From an optimization exercise on the open Yosys and OpenROAD flow, aimed at small area; shortcuts taken in it are not production practice.
In this exercise RTL edits were held to simulation tests only and were not proved equivalent to the original.
Power and IR drop assume default switching activity.

[flow/flow/run.sh]
#!/bin/bash
# The standard layout (standard.sh), with these changes to the ORFS defaults:
#  - synthesis maps logic with an area-oriented ABC script (flow/abc_area.script,
#    used through ABC_AREA=1 from a copy of the ORFS scripts folder); registers
#    and everything else in synthesis are unchanged;
#  - ports are buffered with buf_1 instead of clkdlybuf4s50_1;
#  - the clock tree uses clusters of up to 20 sinks on clkbuf_8, without dummy loads.
# Each step's output goes to a log file of its own here; ORFS's tool logs are in orfs/logs.
set -euo pipefail
HERE=$(pwd)
rm -rf "$HERE/orfs_scripts"
cp -r "$FLOW_HOME/scripts" "$HERE/orfs_scripts"
cp "$HERE/flow/abc_area.script" "$HERE/orfs_scripts/abc_area.script"
export BUFFER_PORTS_ARGS="-buffer_cell sky130_fd_sc_hd__buf_1"
export CTS_ARGS="-sink_clustering_enable -repair_clock_nets -sink_clustering_size 20 -sink_clustering_max_diameter 60 -buf_list sky130_fd_sc_hd__clkbuf_8 -dont_use_dummy_load"
SCRIPTS_DIR="$HERE/orfs_scripts" ABC_AREA=1 bash standard.sh synth > "$HERE/synth.log" 2>&1
bash standard.sh > "$HERE/layout.log" 2>&1
[flow/flow/abc_area.script]
&get -n
&st
&dch -f
&nf -R 1000 -p -F 16 -A 8 -C 32
&st
&syn2
&dch -f
&nf -R 1000 -p -F 16 -A 8 -C 32
&st
&synch2
&nf -R 1000 -p -F 16 -A 8 -C 32
&put
topo
dnsize
[flow/standard.sh]
#!/bin/bash
# synth_recipe.tcl (not shown) runs the flow's synth.tcl, then flattens the netlist and writes it again
# the make line also repeats each setting of config.mk as NAME=value (left out here)
make -C /OpenROAD-flow-scripts/flow DESIGN_CONFIG=/design/flow/config.mk WORK_HOME=/design/flow/orfs CLKGATE_MAP_FILE= SYNTH_SCRIPT=/design/flow/synth_recipe.tcl "${@:-finish}"
[flow/config.mk]
export PLATFORM = sky130hd
export DESIGN_NAME = cpu_top
export DESIGN_NICKNAME = cpu_top
export VERILOG_FILES = /design/flow/design.v
export SDC_FILE = /design/flow/constraint.sdc
export NUM_CORES = 4
export LEC_CHECK = 0
export CAP_MARGIN = 20
export CORE_MARGIN = 2
export CORE_UTILIZATION = 70
export PLACE_DENSITY = 0.9
export SLEW_MARGIN = 20
export SYNTH_HIERARCHICAL = 1
export SYNTH_MINIMUM_KEEP_SIZE = 0
[flow/constraint.sdc]
create_clock -name core_clock -period 9.0 [get_ports {clk}]
set_input_delay 1.8000 -clock core_clock [delete_from_list [all_inputs] [get_ports {clk}]]
set_output_delay 1.8000 -clock core_clock [all_outputs]
set_load 0.01 [all_outputs]
[flow/design.v]
`timescale 1ns/1ps
module cpu_top (
	input  logic clk,
	input  logic reset,
	output logic [31:0] mem_addr,
	output logic [7:0] mem_wdata,
	output logic mem_read,
	output logic mem_write,
	input  logic [7:0] mem_rdata,
	input  logic mem_ready,
	output logic [31:0] debug
);
	localparam logic [3:0] S_INIT = 4'd0;   
	localparam logic [3:0] S_FETCH = 4'd1;  
	localparam logic [3:0] S_WX = 4'd2;     
	localparam logic [3:0] S_EXEC = 4'd3;   
	localparam logic [3:0] S_ADDR = 4'd4;   
	localparam logic [3:0] S_MEM = 4'd5;    
	localparam logic [3:0] S_WW = 4'd6;     
	localparam logic [3:0] S_WB = 4'd7;     
	localparam logic [3:0] S_PRE = 4'd8;    
	logic [3:0] state;
	logic [4:0] ph;
	logic [4:0] cnt;   
	logic rdy_q;
	localparam int IW = 8;
	logic [23:0] ir;
	logic fix;
	logic fixing;
	logic [31:0] mar;
	logic [31:0] t;
	logic [31:0] p;
	logic [31:0] d;
	logic [4:0] flags;
	logic cy;
	logic zacc;
	wire [31:0] iw = {mem_rdata, ir};
	wire [6:0] op = iw[6:0];
	wire [4:0] oc = iw[11:7];
	wire [4:0] oa = iw[16:12];
	wire [14:0] ob = iw[31:17];
	wire op_mov = op == 7'h00;
	wire op_ldl = op == 7'h01;
	wire op_ldh = op == 7'h02;
	wire op_add = op == 7'h10;
	wire op_sub = op == 7'h11;
	wire op_or = op == 7'h12;
	wire op_and = op == 7'h13;
	wire op_addi = op == 7'h18;
	wire op_ori = op == 7'h1A;
	wire op_andi = op == 7'h1B;
	wire op_rsbi = op == 7'h1C;
	wire op_stb = op == 7'h20;
	wire op_sth = op == 7'h21;
	wire op_stw = op == 7'h22;
	wire op_ldbu = op == 7'h23;
	wire op_ldbs = op == 7'h24;
	wire op_ldhu = op == 7'h25;
	wire op_ldhs = op == 7'h26;
	wire op_ldw = op == 7'h27;
	wire op_cmp = op == 7'h30;
	wire op_cmpi = op == 7'h31;
	wire op_br = op == 7'h32;
	wire is_store = op_stb | op_sth | op_stw;
	wire is_load = op_ldbu | op_ldbs | op_ldhu | op_ldhs | op_ldw;
	wire is_mem = is_store | is_load;
	wire is_alu_wr = op_mov | op_ldl | op_ldh | op_add | op_sub | op_or | op_and |
		op_addi | op_ori | op_andi | op_rsbi;
	wire is_cmp = op_cmp | op_cmpi;
	wire taken = op_br && (flags & oa) != 5'd0;
	wire needs_exec = is_alu_wr | is_cmp | taken;
	wire [1:0] lastbeat = (op_stb | op_ldbu | op_ldbs) ? 2'd0 :
		(op_sth | op_ldhu | op_ldhs) ? 2'd1 : 2'd3;
	wire [31:0] rbits;
	assign rbits[0] = d[ph];
	wire wr_en;
	wire [4:0] wr_idx;
	wire wbit;
	wire [31:1] we_dec;
	cpu_wdec u_wdec (.en(wr_en), .idx(wr_idx), .we(we_dec));
	genvar gi;
	generate
		for (gi = 1; gi < 32; gi++) begin : g_reg
			logic [31:0] r;
			always_ff @(posedge clk) begin
				r <= {we_dec[gi] ? wbit : r[0], r[31:1]};
			end
			assign rbits[gi] = r[0];
		end
	endgenerate
	wire [4:0] ridx = (state == S_PRE) ? (is_store ? oa : ob[4:0]) :
		(state == S_ADDR || op_ldh) ? oc : oa;
	wire a_bit = rbits[ridx];
	wire use_pre = op_add | op_sub | op_or | op_and | op_cmp | is_store;
	wire [15:0] i16 = {oa[0], ob};
	wire imm16 = i16[ph[3:0]];
	wire lo15 = ph < 5'd15;
	wire lo16 = ~ph[4];
	wire imm_s = lo15 ? imm16 : ob[14];
	wire imm_z = lo15 & imm16;
	wire use_reg_b = op_add | op_sub | op_or | op_and | op_cmp;
	wire use_z = op_ori | op_andi;
	wire yraw = use_reg_b ? t[0] : (use_z ? imm_z : imm_s);
	wire xraw = op_br ? mar[0] : a_bit;
	wire inv_x = op_rsbi & ~fixing;
	wire inv_y = (op_sub | op_cmp | op_cmpi) & ~fixing;
	wire x = (fixing ? mar[0] : xraw) ^ inv_x;
	wire y = (fixing ? (ph == 5'(IW)) : yraw) ^ inv_y;
	wire ci = (ph == 5'd0) ? (inv_x | inv_y) : cy;
	wire sum = x ^ y ^ ci;
	wire co = (x & y) | (ci & (x ^ y));
	logic res;
	always_comb begin
		if (op_mov) res = a_bit;
		else if (op_ldl) res = lo16 & imm16;
		else if (op_ldh) res = lo16 ? a_bit : imm16;
		else if (op_or | op_ori) res = a_bit | yraw;
		else if (op_and | op_andi) res = a_bit & yraw;
		else res = sum;
	end
	wire zin = (ph == 5'd0) | zacc;
	wire f_eq = zin & ~sum;
	wire f_ltu = ~co;
	wire f_gtu = co & ~f_eq;
	wire f_lts = sum ^ ci ^ co;
	wire f_gts = ~f_lts & ~f_eq;
	wire in_range = (lastbeat == 2'd3) | (lastbeat == 2'd1 & ~ph[4]) | (lastbeat == 2'd0 & ph[4:3] == 2'd0);
	wire tpos = (lastbeat == 2'd0) ? t[24] : (lastbeat == 2'd1) ? t[16] : t[0];
	wire ld_bit = in_range ? tpos : ((op_ldbs | op_ldhs) & cy);
	assign wbit = (state == S_WB) ? ld_bit : res;
	assign wr_en = (state == S_EXEC && is_alu_wr) || (state == S_WB && is_load);
	assign wr_idx = is_load ? oa : oc;
	wire mem_slot = state == S_MEM && cnt[2:0] == 3'd0;
	wire strobe = rdy_q && !fix && (state == S_FETCH || mem_slot);
	wire mem_shift = state == S_MEM && (cnt[2:0] != 3'd0 || strobe);
	wire rot = state == S_INIT || state == S_EXEC || state == S_ADDR || state == S_WB || state == S_PRE;
	wire tin = (state == S_MEM) ? mem_rdata[cnt[2:0]] : (state == S_PRE) ? a_bit : wbit;
	wire mar_shift = state == S_INIT || state == S_ADDR || state == S_WB || (state == S_EXEC && op_br) ||
		fixing;
	wire go = ph == 5'd31 && (!fix || fixing);
	wire mar_in = (state == S_INIT) ? (ph == 5'd21) : (state == S_WB) ? p[0] : sum;
	assign mem_read = strobe && (state == S_FETCH || is_load);
	assign mem_write = strobe && state == S_MEM && is_store;
	assign mem_addr = mar;
	assign mem_wdata = t[7:0];
	assign debug = d;
	always_ff @(posedge clk or posedge reset) begin
		if (reset) begin
			state <= S_INIT;
			ph <= 5'd0;
		end else begin
			ph <= ph + 5'd1;
			case (state)
				S_INIT: if (ph == 5'd31) state <= S_FETCH;
				S_FETCH: if (strobe && cnt[4:3] == 2'd3) state <= S_WX;
				S_WX: begin
					if (use_pre) begin
						if (go) state <= S_PRE;
					end else if (is_load) begin
						if (go) state <= S_ADDR;
					end else if (!needs_exec) begin
						if (!fix) state <= S_FETCH;
					end else if (go) begin
						state <= S_EXEC;
					end
				end
				S_EXEC: if (ph == 5'd31) state <= S_FETCH;
				S_ADDR: if (ph == 5'd31) state <= S_MEM;
				S_MEM: if (cnt[2:0] == 3'd7 && cnt[4:3] == lastbeat) state <= S_WW;
				S_WW: if (ph == 5'd31) state <= S_WB;
				S_PRE: if (ph == 5'd31) state <= is_store ? S_ADDR : S_EXEC;
				S_WB: if (ph == 5'd31) state <= S_FETCH;
				default: state <= S_INIT;
			endcase
		end
	end
	always_ff @(posedge clk) begin
		rdy_q <= mem_ready;
		cy <= (state == S_WB) ? ld_bit : co;
		zacc <= f_eq;
		p <= {(state == S_ADDR) ? mar[0] : p[0], p[31:1]};
		if (rot) cnt <= 5'd0;
		else if (state == S_FETCH && strobe) cnt <= cnt + 5'd8;
		else if (mem_shift) cnt <= cnt + 5'd1;
		if (state == S_FETCH && strobe && cnt[4:3] != 2'd3) ir <= {mem_rdata, ir[23:8]};
		if (mar_shift) mar <= {mar_in, mar[31:1]};
		else if (strobe) mar[IW-1:0] <= mar[IW-1:0] + IW'(1);
		if (state == S_INIT || state == S_WB) begin
			fix <= 1'b0;
			fixing <= 1'b0;
		end else if (fixing) begin
			if (ph == 5'd31) begin
				fix <= 1'b0;
				fixing <= 1'b0;
			end
		end else if (fix) begin
			if (ph == 5'd31) fixing <= 1'b1;
		end else if (strobe && mar[IW-1:0] == '1) begin
			fix <= 1'b1;
		end
		if ((rot && state != S_ADDR) || mem_shift) t <= {tin, t[31:1]};
		if (wr_en && wr_idx == 5'd0 && ph == 5'd31) d <= {tin, t[31:1]};
		if (state == S_INIT) flags <= 5'd0;
		else if (state == S_EXEC && is_cmp && ph == 5'd31) flags <= {f_eq, f_gtu, f_ltu, f_gts, f_lts};
	end
endmodule
module cpu_wdec (
	input  logic en,
	input  logic [4:0] idx,
	output logic [31:1] we
);
	always_comb begin
		for (int i = 1; i < 32; i++) we[i] = en && idx == 5'(i);
	end
endmodule
==> results of run 1 <==
[layout make-up]
class | instances | area (um2)
sequential | 1168 | 24600
tap | 518 | 648
multi-input combinational | 409 | 2690
inverter | 11 | 41.3
timing repair buffer | 90 | 360
fill | 2045 | 9330
clock buffer | 69 | 950
[state kept, by name, summed over array words and instances, names as in the netlist, 4 cells and up]
| signal | cells |
|---|---|
| cnt | 5 |
| d | 32 |
| flags | 5 |
| g.r | 992 |
| ir | 24 |
| mar | 32 |
| p | 32 |
| ph | 5 |
| state | 4 |
| t | 32 |
[cells in the mapped netlist (3+ instances only)]
cell,number
edfxtp_1,120
nor4_1,5
mux2i_1,4
nor2b_1,10
dfrtp_1,9
nor3b_1,3
xnor2_1,8
xor2_1,6
dfxtp_1,1039
o21ai_0,25
a41oi_1,3
nor3_1,10
o22ai_1,4
buf_4,8
nand2_1,48
nor2_1,104
ha_1,9
a31oi_1,5
mux2_1,13
or3_1,3
mux4_2,21
nand2b_1,6
a21o_1,3
clkinv_1,11
and3_1,6
and2_0,3
nand3_1,17
a21oi_1,56
a22oi_1,4
nand4_1,3
[logic make-up (layout without fill, tap and decap cells)]
logic type                 Yosys count  after routing  share of synthesized area
buffers and inverters               19            170                    0.00370
adders and majority gates           11             11                    0.00557
and+or+nand+nor                    225            225                     0.0368
AOI/OAI and AO/OA                  121            121                     0.0264
muxes                               38             38                     0.0241
xor gates and xnor gates            14             14                    0.00448
DFF                               1168           1168                      0.899
[through the flow]
| stage | total power, mW | std cells | utilization |
|---|---|---|---|
| floorplan | 6.26 | 1596 | - |
| global placement | 6.50 | 2196 | 0.734 |
| detailed placement | 6.55 | 2196 | 0.734 |
| CTS | 8.57 | 2265 | 0.758 |
| global route | 8.82 | 2265 | 0.758 |
| finish | 8.52 | 2265 | 0.758 |
[worst max-delay path, stage by stage (launching register included)]
cell and delay [ps]:
edfxtp_1 550, nor2_1 230, nand3_1 120, nor4_1 650, o21a_1 340, nor3_1 70
nor2_1 680, mux4_2 400, mux4_2 480, nor3_1 190, nor2_1 140, nor2_1 140
xor2_1 80, o22ai_1 300, fa_1 500, and2_0 160, a2111oi_0 390, o21bai_1 150
a21boi_2 180, nand2_1 70, o21ai_0 130, o21ai_0 160
[per-module statistics from Yosys (local to each module, per instance)]
module    cells inside  flip-flops and latches
cpu_top           1549                    1168
cpu_wdec            47                       0
[path summary, 6_finish.rpt]
path,startpoint,end,cells after the start
worst max-delay path,ir[2],t[31],21
worst min-delay path,g_reg[9].r[4],g_reg[9].r[3],0
worst max register to register,ir[2],t[31],21
worst min register to register,g_reg[9].r[4],g_reg[9].r[3],0
max in group asynchronous,reset,ph[3],2
min in group asynchronous,reset,state[1],2
[power by group through the flow]
stage	registers (mW)	clock network, mW	logic [mW]
3_3_place_gp	5.86	0	0.636
6_report	5.78	2.07	0.670
2_1_floorplan	5.85	0	0.405
4_1_cts	5.77	2.12	0.671
3_5_place_dp	5.89	0	0.667
5_1_grt	5.80	2.29	0.728
[layer usage]
metal	global-route usage	vias to the layer above	routed length (um)
met5	0	-	0
met4	0.0832	0	1510
met3	0.0463	120	2030
met2	0.370	333	21500
met1	0.294	5618	19200
li1	-	5536	-
==> impl_metrics.csv, run 1 <==
group,metric,value,unit
run_status,status,"no timing/DRC/antenna violations",
clock_network,cts_root_buf,"clkbuf_8",
yosys,synth_cell_types,51,
detailed_routing,antenna_left,0,
yosys,ys_seq_area_frac,0.899,
yosys,synth-edff-count,120,
timing,period_share,0.715,
timing,tightest_slew,1070,ps
detailed_routing,avgViaCountPerCell,5.12,
power_and_ir_drop,p_leak,11.2,nW
clock_network,cts_hold_buffers,0,
layout,final_nets,1771,
timing,clock_skew,85.9,ps
clock_network,tritoncts,"yes",
timing,fin_tns_setup,0,ps
setup_path,worst_setup_path_end_kind,"flip-flop",
layout,area_delta_synth_final,7.00,%
yosys,synth_warnings,8,
power_and_ir_drop,swShare,0.238,
yosys,yosysTopAreaCell,"dfxtp_1",
place,place_area,28400,um2
setup_path,start_kind,"flip-flop",
floorplan,initial_utilization,0.709,
power_and_ir_drop,power_switching,2.03,mW
setup_path,cp_data_arrival_time,6750,ps
setup_path,worstPathRequired,9310,ps
power_and_ir_drop,pwr-share-seq,0.678,
global_routing,grt_pass1_vias,12200,
global_routing,antenna_found_initial,0,
global_routing,grt_max_degree,41,
power_and_ir_drop,internal_power,6.49,mW
floorplan,fp.dieH,202,um
clock_network,clkTransAtPathRegs,110,ps
clock_network,clock_path_buffers,3,
yosys,ys_seq_elements,1168,
timing,rsz0062_at_grt,"no",
layout,drive_gt1_frac,0.0572,
yosys,synthFlopType,"dfxtp_1",
layout,layout_commonest_cell,"dfxtp_1",
setup_path,reg2reg_slack,2570,ps
detailed_routing,drc,0,
power_and_ir_drop,combPwrFrac,0.079,
floorplan,core,38600,um2
detailed_routing,vias,11600,
clock_network,clock_latency,670,ps
layout,stdcell_area,29300,um2
timing,max_freq,0.155,GHz
clock_network,cts_setup_buffers,0,
clock_network,cts.sinks,1168,
yosys,synth_area,27400,um2
detailed_routing,drtIter0Drc,907,
yosys,yosysTopAreaCellShare,0.759,
layout,final_cell_mix,"dfxtp_1, edfxtp_1, nor2_1, buf_1, clkbuf_8",
place,pre_cts_slack,2660,ps
clock_network,h-tree-depth,3,
floorplan,dieArea,40700,um2
global_routing,grt_pass1_wl,68200,um
power_and_ir_drop,clkPwrFrac,0.243,
place,portBuffers,84,
timing,final-hold-violation-count,0,
timing,slew_violations,0,
power_and_ir_drop,ir_drop,0.207,mV
floorplan,num_rows,72,
detailed_routing,drt_wl_total,44200,um
setup_path,crit_path_max_fanout,11,
yosys,synth_nets,1618,
floorplan,ioPinCount,85,
timing,finalSetupViolCount,0,
yosys,synth.area.top_cells,"dfxtp_1, edfxtp_1, mux4_2",
detailed_routing,firstDrtPassIters,5,
detailed_routing,avgRoutedWirePerCell,19.5,um
power_and_ir_drop,power_density,291,nW/um2
timing,timing.final.ws_setup,2570,ps
place,gp_congestion,0.883,
clock_network,cts_buffers,69,
hold_path,hp-class,"reg -> reg",
global_routing,overflow,0,
yosys,syn_avg_cell_area,17.2,um2
timing,fin_crit,6430,ps
yosys,syn_inst,1596,
setup_path,path_class,"reg -> reg",
clock_network,cts_resized,0,
floorplan,die_x,202,um
yosys,synth_async_sr_flop_share,0.00771,
timing,relSlewSlack,0.281,
place,place_hpwl,29200,um
global_routing,grt_use_total,0.223,
flow_run,max-cap-violations,0,
timing,timing.hold.ws,279,ps
layout,diodes,0,
==> run 2: changes to the inputs <==
--- a/flow/design.v
+++ b/flow/design.v
@@ -28,7 +28,8 @@
 	logic fix;
 	logic fixing;
 	logic [31:0] mar;
-	logic [31:0] t;
+	logic [31:8] th;
+	logic [7:0] tl;   
 	logic [31:0] p;
 	logic [31:0] d;
 	logic [4:0] flags;
@@ -100,7 +101,7 @@
 	wire imm_z = lo15 & imm16;
 	wire use_reg_b = op_add | op_sub | op_or | op_and | op_cmp;
 	wire use_z = op_ori | op_andi;
-	wire yraw = use_reg_b ? t[0] : (use_z ? imm_z : imm_s);
+	wire yraw = use_reg_b ? tl[0] : (use_z ? imm_z : imm_s);
 	wire xraw = op_br ? mar[0] : a_bit;
 	wire inv_x = op_rsbi & ~fixing;
 	wire inv_y = (op_sub | op_cmp | op_cmpi) & ~fixing;
@@ -125,7 +126,7 @@
 	wire f_lts = sum ^ ci ^ co;
 	wire f_gts = ~f_lts & ~f_eq;
 	wire in_range = (lastbeat == 2'd3) | (lastbeat == 2'd1 & ~ph[4]) | (lastbeat == 2'd0 & ph[4:3] == 2'd0);
-	wire tpos = (lastbeat == 2'd0) ? t[24] : (lastbeat == 2'd1) ? t[16] : t[0];
+	wire tpos = (lastbeat == 2'd0) ? th[24] : (lastbeat == 2'd1) ? th[16] : tl[0];
 	wire ld_bit = in_range ? tpos : ((op_ldbs | op_ldhs) & cy);
 	assign wbit = (state == S_WB) ? ld_bit : res;
 	assign wr_en = (state == S_EXEC && is_alu_wr) || (state == S_WB && is_load);
@@ -142,7 +143,7 @@
 	assign mem_read = strobe && (state == S_FETCH || is_load);
 	assign mem_write = strobe && state == S_MEM && is_store;
 	assign mem_addr = mar;
-	assign mem_wdata = t[7:0];
+	assign mem_wdata = tl;
 	assign debug = d;
 	always_ff @(posedge clk or posedge reset) begin
 		if (reset) begin
@@ -198,8 +199,8 @@
 		end else if (strobe && mar[IW-1:0] == '1) begin
 			fix <= 1'b1;
 		end
-		if ((rot && state != S_ADDR) || mem_shift) t <= {tin, t[31:1]};
-		if (wr_en && wr_idx == 5'd0 && ph == 5'd31) d <= {tin, t[31:1]};
+		if ((rot && state != S_ADDR) || mem_shift) {th, tl} <= {tin, th, tl[7:1]};
+		if (wr_en && wr_idx == 5'd0 && ph == 5'd31) d <= {tin, th, tl[7:1]};
 		if (state == S_INIT) flags <= 5'd0;
 		else if (state == S_EXEC && is_cmp && ph == 5'd31) flags <= {f_eq, f_gtu, f_ltu, f_gts, f_lts};
 	end
--- a/flow/config.mk
+++ b/flow/config.mk
@@ -7,8 +7,7 @@
 export LEC_CHECK = 0
 export CAP_MARGIN = 20
 export CORE_MARGIN = 2
-export CORE_UTILIZATION = 70
-export PLACE_DENSITY = 0.9
+export CORE_UTILIZATION = 40
 export SLEW_MARGIN = 20
 export SYNTH_HIERARCHICAL = 1
 export SYNTH_MINIMUM_KEEP_SIZE = 0
==> run 2 against run 1 <==
  * Still clean
  * Die area grew 73%
  * Synthesized cell count shrank 0.50%
  * Sequential cell count is the same
  * Power is essentially flat
  * Fmax shrank 1.4%
  * First-iteration DRC count shrank 24%
  * Routed wire length shrank 14%
  * Sequential share of layout area shrank 1.4 points
  * Via count shrank 2.4%
  * Count of clock-buffer cells in the layout grew 3
  * Sequential power is essentially flat
  * Critical path type unchanged
  * Largest cell class unchanged
  * Largest power group unchanged
==> impl_metrics.csv, run 2 <==
group,metric,value,unit
layout,layout_commonest_cell,"dfxtp_1",
timing,relSlewSlack,0.276,
detailed_routing,avgRoutedWirePerCell,14.5,um
yosys,synth_cell_types,50,
yosys,syn_inst,1588,
floorplan,core,67400,um2
yosys,synth_async_sr_flop_share,0.00771,
hold_path,whs_endpoint,"g_reg[19].r[8]",
detailed_routing,drc,0,
power_and_ir_drop,power_density,286,nW/um2
power_and_ir_drop,p_total,8.52,mW
timing,tightest_slew,1080,ps
floorplan,ioPinCount,85,
yosys,ys_seq_elements,1168,
layout,num-fill-cells,5860,
yosys,syn_avg_cell_area,17.2,um2
place,dp_cells,2552,
layout,final_nets,1775,
timing,rsz0062_at_grt,"no",
hold_path,hp-class,"reg -> reg",
yosys,synth-edff-count,120,
power_and_ir_drop,swShare,0.236,
floorplan,dieArea,70400,um2
detailed_routing,drt_wl_total,38200,um
timing,timing.final.ws_setup,2480,ps
power_and_ir_drop,clkPwrFrac,0.247,
place,pre_cts_slack,2520,ps
yosys,synth_area,27300,um2
setup_path,start_kind,"flip-flop",
timing,timing.hold.ws,259,ps
power_and_ir_drop,p_leak,11.3,nW
clock_network,cts_buffers,72,
clock_network,h-tree-depth,3,
global_routing,grt_pass1_vias,11100,
place,portBuffers,84,
power_and_ir_drop,pwr-share-seq,0.676,
setup_path,cp_data_arrival_time,6890,ps
power_and_ir_drop,power_switching,2.01,mW
clock_network,cts_resized,0,
timing,clock_skew,111,ps
power_and_ir_drop,combPwrFrac,0.077,
timing,final-hold-violation-count,0,
clock_network,clock_path_buffers,3,
timing,fin_tns_setup,0,ps
timing,slew_violations,0,
detailed_routing,firstDrtPassIters,5,
layout,drive_gt1_frac,0.0588,
detailed_routing,vias,11300,
yosys,ys_top_cells_by_count,"dfxtp_1, edfxtp_1, nor2_1",
place,gp_congestion,0.832,
detailed_routing,antenna_left,0,
clock_network,clkTransAtPathRegs,110,ps
yosys,yosysMostFrequentCell,"dfxtp_1",
detailed_routing,avgViaCountPerCell,4.31,
setup_path,worst_setup_path_end_kind,"flip-flop",
setup_path,regToRegEndpoint,"d[31]",
floorplan,initial_utilization,0.406,
yosys,synth_warnings,8,
setup_path,reg2reg_slack,2480,ps
layout,largest_reg_flops,992,
floorplan,num_rows,95,
floorplan,fp.dieH,265,um
clock_network,cts_root_buf,"clkbuf_8",
clock_network,clock_latency,680,ps
hold_path,min_from,"g_reg[19].r[9]",
yosys,synthFlopType,"dfxtp_1",
global_routing,overflow,0,
run_status,status,"no timing/DRC/antenna violations",
power_and_ir_drop,internal_power,6.52,mW
yosys,yosysTopAreaCellShare,0.761,
layout,largest_register,"g.r",
layout,final_cell_mix,"dfxtp_1, edfxtp_1, nor2_1, buf_1, clkbuf_8",
global_routing,grt_pass1_wl,61200,um
timing,fin_crit,6520,ps
clock_network,cts_setup_buffers,0,
yosys,synth_nets,1610,
detailed_routing,drtIter0Drc,691,
clock_network,cts_hold_buffers,0,
setup_path,reg2reg_from,"ir[2]",
setup_path,crit_path_max_fanout,32,
global_routing,grt_use_total,0.111,
place,place_hpwl,24300,um
yosys,ys_seq_area_frac,0.901,
timing,max_freq,0.153,GHz
clock_network,tritoncts,"yes",
yosys,yosysTopAreaCell,"dfxtp_1",
setup_path,worstPathRequired,9360,ps
timing,period_share,0.725,
hold_path,hold_depth,0,
yosys,synth.area.top_cells,"dfxtp_1, edfxtp_1, mux4_2",
setup_path,r2r_cells,22,
setup_path,path_class,"reg -> reg",
layout,stdcell_area,29800,um2
timing,finalSetupViolCount,0,
clock_network,cts.sinks,1168,
layout,area_delta_synth_final,9.05,%
layout,utilization,0.442,
floorplan,die_x,265,um
layout,fin_cells,2628,
global_routing,grt_max_degree,41,
power_and_ir_drop,ir_drop,0.165,mV
place,place_area,28800,um2
flow_run,max-cap-violations,0,
global_routing,antenna_found_initial,2,
==> run 2: layout make-up <==
cell class,count,area (um2),area share
multi-input cells,409,2680,0.0899
well taps,873,1090,0.0366
clock buffers,72,991,0.0332
repair buffers,91,368,0.0123
flip-flops and latches,1168,24600,0.826
diodes,4,10.0,0.000336
inverters,11,41.3,0.00139
==> run 2: worst max-delay path by stage <==
stage	to	start
2_1_floorplan	d[31]	ir[4]
6_report	d[31]	ir[2]
5_1_grt	d[31]	ir[2]
4_1_cts	d[31]	ir[2]
3_5_place_dp	d[31]	ir[2]
3_3_place_gp	d[31]	ir[2]
==> run 2: cells by family after synthesis <==
family          synth area share
compound gates            0.0265
xor+xnor                 0.00449
fa+ha+maj                0.00558
buf+inv                  0.00151
flops                      0.901
mux                       0.0241
simple gates              0.0369
==> run 2: per-module statistics from Yosys, one instance, submodules excluded <==
module / cell area (um2) / cells / flops+latches / copies in the design
cpu_top: 27100 / 1541 / 1168 / 1
cpu_wdec: 199 / 47 / 0 / 1
==> run 2: metal layers <==
metal  share of wire  global-route usage  vias to the layer above
met5               0                   0                        -
met4           0.032              0.0431                        0
met3           0.044              0.0284                       88
met2            0.41               0.155                      176
met1            0.51               0.164                     5506
li1                -                   -                     5557
==> run 2: power by group through the flow <==
stage               registers [mW]  logic, mW  clock network, mW
floorplan                     5.87      0.369                  0
global placement              5.87      0.662                  0
detailed placement            5.88      0.669                  0
CTS                           5.76      0.671               2.21
global route                  5.79      0.731               2.39
finish                        5.76      0.659               2.10
==> run 2: critical path: stages (launching register included) <==
cell and delay [ps]:
edfxtp_1 520, nor2_1 240, nand3_1 130, nor4_1 650, o21a_1 340, nor3_1 70
nor2_1 640, mux4_2 410, mux4_2 470, nor3_1 180, nor2_1 130, nor2_1 140
xor2_1 80, o22ai_1 300, fa_1 500, and2_0 160, a2111oi_0 350, o21bai_1 150
a21boi_2 150, buf_4 310, nand2_1 80, o21ai_0 80, o21ai_0 140
==> run 3: changes to the inputs <==
--- a/flow/config.mk
+++ b/flow/config.mk
@@ -7,7 +7,8 @@
 export LEC_CHECK = 0
 export CAP_MARGIN = 20
 export CORE_MARGIN = 2
-export CORE_UTILIZATION = 40
+export CORE_UTILIZATION = 70
+export PLACE_DENSITY = 0.9
 export SLEW_MARGIN = 20
 export SYNTH_HIERARCHICAL = 1
 export SYNTH_MINIMUM_KEEP_SIZE = 0
==> run 3 against run 2 <==
  * Synthesized cell count unchanged
  * Combinational power about the same
  * Area after synthesis is the same
  * Global-route usage increased by 11 points
  * Sequential cell count unchanged
  * Register-to-register slack worse by 30 ps
  * Critical path type unchanged
  * Highest routed layer is now met5
==> impl_metrics.csv, run 3 <==
group,metric,value,unit
run_status,status,"no timing/DRC/antenna violations",
setup_path,setup.worst_path.end,"th[31]",
yosys,ys_seq_elements,1168,
floorplan,die_x,202,um
detailed_routing,antenna_left,0,
yosys,yosysMostFrequentCell,"dfxtp_1",
setup_path,worst_setup_path_end_kind,"flip-flop",
clock_network,cts_resized,0,
detailed_routing,vias,11500,
global_routing,grt_pass1_vias,11900,
floorplan,initial_utilization,0.709,
hold_path,hp-class,"reg -> reg",
floorplan,core,38600,um2
floorplan,dieArea,40600,um2
layout,utilization,0.760,
setup_path,reg2reg_slack,2450,ps
floorplan,fp.dieH,202,um
layout,drive_gt1_frac,0.0572,
yosys,synth.area.top_cells,"dfxtp_1, edfxtp_1, mux4_2",
global_routing,grt_max_degree,41,
floorplan,num_rows,72,
place,place_area,28400,um2
clock_network,cts_root_buf,"clkbuf_8",
clock_network,clock_latency,650,ps
setup_path,crit_path_start,"ir[2]",
yosys,synth_area,27300,um2
layout,final_nets,1771,
setup_path,start_kind,"flip-flop",
place,portBuffers,84,
yosys,ys_seq_area_frac,0.901,
layout,final_cell_mix,"dfxtp_1, edfxtp_1, nor2_1, buf_1, clkbuf_8",
setup_path,crit_cells,22,
global_routing,grt_use_total,0.223,
flow_run,max-cap-violations,0,
yosys,synth_nets,1610,
layout,area_delta_synth_final,7.23,%
power_and_ir_drop,ir_drop,0.225,mV
clock_network,cts.sinks,1168,
global_routing,overflow,0,
timing,period_share,0.728,
clock_network,cts_setup_buffers,0,
layout,largest_reg_flops,992,
setup_path,cp_data_arrival_time,6900,ps
timing,fin_crit,6550,ps
setup_path,r2r_cells,22,
global_routing,grt_pass1_wl,67900,um
clock_network,cts_hold_buffers,0,
layout,diodes,0,
yosys,yosysTopAreaCellShare,0.761,
detailed_routing,drt_wl_total,44100,um
yosys,synth_warnings,8,
timing,slew_violations,0,
layout,num-fill-cells,2140,
yosys,yosysTopAreaCell,"dfxtp_1",
detailed_routing,avgRoutedWirePerCell,19.5,um
hold_path,hold_depth,0,
setup_path,cpLargestDelayFamily,"simple AND/OR/NAND/NOR gates",
yosys,synth_async_sr_flop_share,0.00771,
timing,tightest_slew,1090,ps
setup_path,reg2reg_from,"ir[2]",
setup_path,regToRegEndpoint,"th[31]",
clock_network,clock_path_buffers,3,
setup_path,worstPathRequired,9340,ps
setup_path,path_class,"reg -> reg",
detailed_routing,avgViaCountPerCell,5.08,
timing,rsz0062_at_grt,"no",
setup_path,crit_path_max_fanout,32,
yosys,syn_inst,1588,
layout,layout_commonest_cell,"dfxtp_1",
layout,ff_latch_area,24600,um2
clock_network,cts_buffers,69,
layout,multiInputGateArea,2690,um2
timing,max_freq,0.153,GHz
power_and_ir_drop,power_density,290,nW/um2
timing,finalSetupViolCount,0,
timing,relSlewSlack,0.264,
detailed_routing,firstDrtPassIters,5,
clock_network,tritoncts,"yes",
detailed_routing,drtIter0Drc,788,
setup_path,cp_slowest_cell,"nor4_1",
clock_network,clkTransAtPathRegs,120,ps
yosys,ys_top_cells_by_count,"dfxtp_1, edfxtp_1, nor2_1",
floorplan,ioPinCount,85,
setup_path,slowest_delay,670,ps
timing,timing.hold.ws,282,ps
setup_path,cpMostUsedCell,"nor2_1",
yosys,synthFlopType,"dfxtp_1",
place,place_hpwl,29300,um
detailed_routing,drc,0,
layout,largest_register,"g.r",
clock_network,h-tree-depth,3,
yosys,synth_cell_types,50,
power_and_ir_drop,p_leak,11.2,nW
place,gp_congestion,0.888,
power_and_ir_drop,p_total,8.51,mW
global_routing,antenna_found_initial,1,
timing,fin_tns_setup,0,ps
yosys,synth-edff-count,120,
timing,final-hold-violation-count,0,
layout,stdcell_area,29300,um2
setup_path,worst-path-buf-inv,1,
setup_path,crit_chain,"nor2_1 > nand3_1 > nor4_1 > o21a_1 > nor3_1 > nor2_1 > mux4_2 > mux4_2 > nor3_1 > nor2_1 > nor2_1 > xor2_1 > o22ai_1 > fa_1 > and2_0 > a2111oi_0 > o21bai_1 > a21boi_2 > buf_4 > nand2_1 > o21ai_0 > o21ai_0",
timing,clock_skew,55.6,ps
yosys,syn_avg_cell_area,17.2,um2
[run 3: kinds of logic (layout without fill, tap and decap cells)]
logic type | count (synthesis) | count (layout) | synth area share
flops | 1168 | 1168 | 0.901
simple gates | 225 | 225 | 0.0369
compound gates | 121 | 121 | 0.0265
mux | 38 | 38 | 0.0241
xor+xnor | 14 | 14 | 0.00449
fa+ha+maj | 11 | 11 | 0.00558
buf+inv | 11 | 170 | 0.00151
[run 3: worst reg2reg max path, stage by stage, from the launching register on]
cell and delay [ps]:
edfxtp_1 520, nor2_1 220, nand3_1 130, nor4_1 670
o21a_1 340, nor3_1 70, nor2_1 650, mux4_2 410
mux4_2 480, nor3_1 190, nor2_1 140, nor2_1 140
xor2_1 160, o22ai_1 160, fa_1 550, and2_0 170
a2111oi_0 360, o21bai_1 150, a21boi_2 150, buf_4 340
nand2_1 90, o21ai_0 90, o21ai_0 120
[run 3: metrics by stage]
step / setup slack (ps) / cells
floorplan: 1930 / 1588
global placement: 2420 / 2196
detailed placement: 2250 / 2196
CTS: 2250 / 2265
global route: 1660 / 2265
finish: 2450 / 2265
[run 3: modules after synthesis (local to each module, per instance)]
module	area, um2	flip-flops and latches
cpu_top	27100	1168
cpu_wdec	199	0
[run 3: worst min-delay path by stage]
stage,from,endpoint
global route,g_reg[10].r[31],g_reg[10].r[30]
floorplan,g_reg[10].r[1],g_reg[10].r[0]
detailed placement,g_reg[22].r[9],g_reg[22].r[8]
finish,g_reg[10].r[31],g_reg[10].r[30]
global placement,g_reg[10].r[31],g_reg[10].r[30]
CTS,g_reg[10].r[31],g_reg[10].r[30]
[run 3: cell type report]
class                      count  area share
clock buffer                  69      0.0324
inverter                      11     0.00141
sequential                  1168       0.840
tap                          518      0.0221
timing repair buffer          90      0.0123
multi-input combinational    409      0.0916
[run 3: layer usage]
layer / GRT usage / vias up / wire (um)
li1: - / 5544 / -
met1: 0.300 / 5549 / 19100
met2: 0.367 / 308 / 21300
met3: 0.0434 / 114 / 2050
met4: 0.0832 / 2 / 1570
met5: 0 / - / 11
[run 3: where the power goes]
| group | switching, mW | leakage (nW) | internal (mW) |
|---|---|---|---|
| sequential | 0.175 | 9.64 | 5.60 |
| combinational | 0.465 | 1.10 | 0.196 |
| clock | 1.38 | 0.496 | 0.697 |
==> run 4: changes to the inputs <==
==> flow/flow/run.sh (replaced) <==
#!/bin/bash
# The standard layout (standard.sh), with these changes to the ORFS defaults:
#  - synthesis maps logic with an area-oriented ABC script (flow/abc_area.script,
#    used through ABC_AREA=1 from a copy of the ORFS scripts folder); registers
#    and everything else in synthesis are unchanged;
#  - ports are buffered with buf_1 instead of clkdlybuf4s50_1;
#  - the clock tree uses clusters of up to 18 sinks on clkbuf_8, without dummy loads.
# Each step's output goes to a log file of its own here; ORFS's tool logs are in orfs/logs.
set -euo pipefail
HERE=$(pwd)
rm -rf "$HERE/orfs_scripts"
cp -r "$FLOW_HOME/scripts" "$HERE/orfs_scripts"
cp "$HERE/flow/abc_area.script" "$HERE/orfs_scripts/abc_area.script"
export BUFFER_PORTS_ARGS="-buffer_cell sky130_fd_sc_hd__buf_1"
export CTS_ARGS="-sink_clustering_enable -repair_clock_nets -sink_clustering_size 18 -sink_clustering_max_diameter 50 -buf_list sky130_fd_sc_hd__clkbuf_8 -dont_use_dummy_load"
SCRIPTS_DIR="$HERE/orfs_scripts" ABC_AREA=1 bash standard.sh synth > "$HERE/synth.log" 2>&1
bash standard.sh > "$HERE/layout.log" 2>&1
==> run 4 against run 3 <==
  * Still clean
  * Synthesized cell count unchanged
  * Clock skew is 42 ps higher
  * Critical path depth is the same
  * Power up 1.1%
  * Design area is 0.42% higher
  * Final cell count rose by 0.40%
  * Area after synthesis unchanged
  * Critical path type unchanged
  * Largest cell class unchanged
==> impl_metrics.csv, run 4 <==
group,metric,value,unit
yosys,synth-simple-area-share,0.0369,
yosys,synth-adder-area-share,0.00558,
layout,final_nets,1780,
setup_path,cp_data_arrival_time,6900,ps
power_and_ir_drop,p_total,8.60,mW
floorplan,initial_utilization,0.709,
yosys,yosysTopAreaCell,"dfxtp_1",
timing,final-hold-violation-count,0,
yosys,synth_area,27300,um2
yosys,yosysTopAreaCellShare,0.761,
layout,largest_register,"g.r",
yosys,ys_seq_area_frac,0.901,
flow_run,max-cap-violations,0,
power_and_ir_drop,internal_power,6.57,mW
timing,slew_violations,0,
run_status,status,"no timing/DRC/antenna violations",
timing,rsz0062_at_grt,"no",
yosys,synth_compound_area_frac,0.0265,
hold_path,min_from,"g_reg[1].r[19]",
clock_network,h-tree-depth,3,
place,portBuffers,84,
global_routing,grt_use_total,0.220,
floorplan,die_x,202,um
timing,finalSetupViolCount,0,
global_routing,grt_pass1_wl,67100,um
global_routing,antenna_found_initial,0,
layout,largest_reg_flops,992,
setup_path,r2r_cells,22,
yosys,synth-edff-count,120,
layout,area_delta_synth_final,7.68,%
timing,clock_skew,97.2,ps
setup_path,crit_path_max_fanout,32,
detailed_routing,avgViaCountPerCell,5.09,
setup_path,worstPathRequired,9290,ps
timing,timing.hold.ws,284,ps
layout,layout_commonest_cell,"dfxtp_1",
yosys,yosysMostFrequentCell,"dfxtp_1",
clock_network,cts_root_buf,"clkbuf_8",
timing,fin_crit,6610,ps
clock_network,clock_path_buffers,3,
floorplan,ioPinCount,85,
floorplan,dieArea,40600,um2
detailed_routing,antenna_left,0,
power_and_ir_drop,swShare,0.236,
detailed_routing,vias,11600,
setup_path,path_class,"reg -> reg",
timing,timing.final.ws_setup,2390,ps
power_and_ir_drop,p_leak,11.3,nW
power_and_ir_drop,combPwrFrac,0.077,
detailed_routing,drtIter0Drc,727,
floorplan,fp.dieH,202,um
yosys,syn_avg_cell_area,17.2,um2
timing,fin_tns_setup,0,ps
yosys,ys_top_cells_by_count,"dfxtp_1, edfxtp_1, nor2_1",
setup_path,start_kind,"flip-flop",
clock_network,clock_latency,660,ps
power_and_ir_drop,power_switching,2.03,mW
hold_path,whs_endpoint,"g_reg[1].r[18]",
global_routing,grt_pass1_vias,11900,
global_routing,grt_max_degree,41,
detailed_routing,firstDrtPassIters,5,
clock_network,cts.sinks,1168,
setup_path,reg2reg_slack,2390,ps
yosys,synth-xor-area-share,0.00449,
place,place_hpwl,29300,um
power_and_ir_drop,clkPwrFrac,0.253,
yosys,synth_async_sr_flop_share,0.00771,
power_and_ir_drop,ir_drop,0.226,mV
hold_path,hold_depth,0,
clock_network,cts_resized,0,
timing,period_share,0.735,
floorplan,core,38600,um2
yosys,synth.area.top_cells,"dfxtp_1, edfxtp_1, mux4_2",
clock_network,tritoncts,"yes",
layout,final_cell_mix,"dfxtp_1, edfxtp_1, nor2_1, buf_1, clkbuf_8",
floorplan,num_rows,72,
global_routing,overflow,0,
yosys,synth_warnings,8,
detailed_routing,drt_wl_total,43300,um
hold_path,hp-class,"reg -> reg",
timing,tightest_slew,1070,ps
place,pre_cts_slack,2250,ps
timing,max_freq,0.151,GHz
yosys,synth_top_family_by_area,"simple AND/OR/NAND/NOR gates",
layout,drive_gt1_frac,0.0621,
clock_network,cts_buffers,78,
clock_network,clkTransAtPathRegs,100,ps
setup_path,worst_setup_path_end_kind,"flip-flop",
detailed_routing,avgRoutedWirePerCell,19.1,um
detailed_routing,drc,0,
timing,relSlewSlack,0.283,
clock_network,cts_hold_buffers,0,
place,gp_congestion,0.888,
power_and_ir_drop,pwr-share-seq,0.671,
yosys,synth_nets,1610,
layout,utilization,0.763,
layout,diodes,0,
yosys,syn_inst,1588,
yosys,synthFlopType,"dfxtp_1",
yosys,synth_cell_types,50,
setup_path,reg2reg_from,"ir[3]",
yosys,ys_seq_elements,1168,
power_and_ir_drop,power_density,292,nW/um2
clock_network,cts_setup_buffers,0,
setup_path,regToRegEndpoint,"th[31]",
yosys,muxShareOfSynthArea,0.0241,
run 4: Yosys stat by module (local to each module, per instance):
| module | cells inside | cell area, um2 |
|---|---|---|
| cpu_top | 1541 | 27100 |
| cpu_wdec | 47 | 199 |
run 4: power by group through the flow:
stage          logic [mW]  registers, mW  clock network [mW]
3_5_place_dp        0.657           5.88                   0
6_report            0.660           5.77                2.17
2_1_floorplan       0.369           5.87                   0
5_1_grt             0.722           5.80                2.39
3_3_place_gp        0.641           5.86                   0
4_1_cts             0.661           5.77                2.22
run 4: final cells by class:
type / instances / area (um2)
clock buffer: 78 / 1070
timing repair buffer: 90 / 360
tap: 518 / 648
fill: 2101 / 9120
sequential: 1168 / 24600
multi-input combinational: 409 / 2690
inverter: 11 / 41.3
run 4: cells by family after synthesis:
kind of cell             after synthesis
flip-flops                          1168
AND/OR/NAND/NOR                      225
AO/OA/AOI/OAI                        121
multiplexers                          38
XOR/XNOR                              14
buffers and inverters                 11
adder cells (fa/ha/maj)               11
run 4: per-stage QoR:
step | cell area [um2] | cells
after floorplan | 27300 | 1588
after global placement | 28400 | 2196
after detailed placement | 28400 | 2196
after CTS | 29400 | 2274
after global routing | 29400 | 2274
final | 29400 | 2274
run 4: worst max path at each step:
stage                     slack [ps]     end  start
after floorplan                 1930   d[31]  ir[4]
after global placement          2420   d[31]  ir[3]
after detailed placement        2250  th[31]  ir[3]
after CTS                       2190  th[31]  ir[3]
after global routing            1640  th[31]  ir[3]
final                           2390  th[31]  ir[3]
run 4: per-layer routing:
metal,routed length [um],vias up,share of wire,track usage
li1,-,5561,-,-
met3,1920,113,0.044,0.0373
met2,21100,315,0.49,0.362
met5,0,-,0,0
met1,18900,5578,0.44,0.294
met4,1460,0,0.034,0.0919
run 4: worst max-delay path, stage by stage, from the launching register on:
cell	delay (ps)
edfxtp_1	500
nor2_1	200
nand3_1	130
nor4_1	630
o21a_1	330
nor3_1	60
nor2_1	650
mux4_2	410
mux4_2	490
nor3_1	190
nor2_1	140
nor2_1	140
xor2_1	80
o22ai_1	320
fa_1	500
and2_0	180
a2111oi_0	380
o21bai_1	150
a21boi_2	140
buf_4	340
nand2_1	90
o21ai_0	90
o21ai_0	120

-- re-timing with driven ports --
The results above use ideal ports. As a check the final layouts listed here were re-extracted and re-timed, cells and wires unchanged. Step 1 sets driving cells, clkbuf_16 on the clock port and buf_2 on the other inputs (assumed; they add their load-dependent delay and slew). Step 2, shift: input delay + t, output delay - t, t = (earliest + latest rising clock arrival at the registers) / 2. This alone moves slack from input paths to output paths. Slacks: ideal / step 1 / step 2; pairs: ideal / step 1.
run	t (ns)	setup slack, ns	worst hold slack (ns)	worst setup path after step 2	pins driven straight from the clock port
run 1	0.676	2.568 / 2.568 / 2.568	0.279 / 0.279 / 0.279	register to register	1
run 2	0.679	2.475 / 2.475 / 2.475	0.259 / 0.259 / 0.259	register to register	1
run 3	0.678	2.447 / 2.447 / 2.447	0.282 / 0.282 / 0.282	register to register	1
run 4	0.661	2.389 / 2.389 / 2.389	0.284 / 0.284 / 0.284	register to register	1
After both steps every run listed still meets setup and hold.
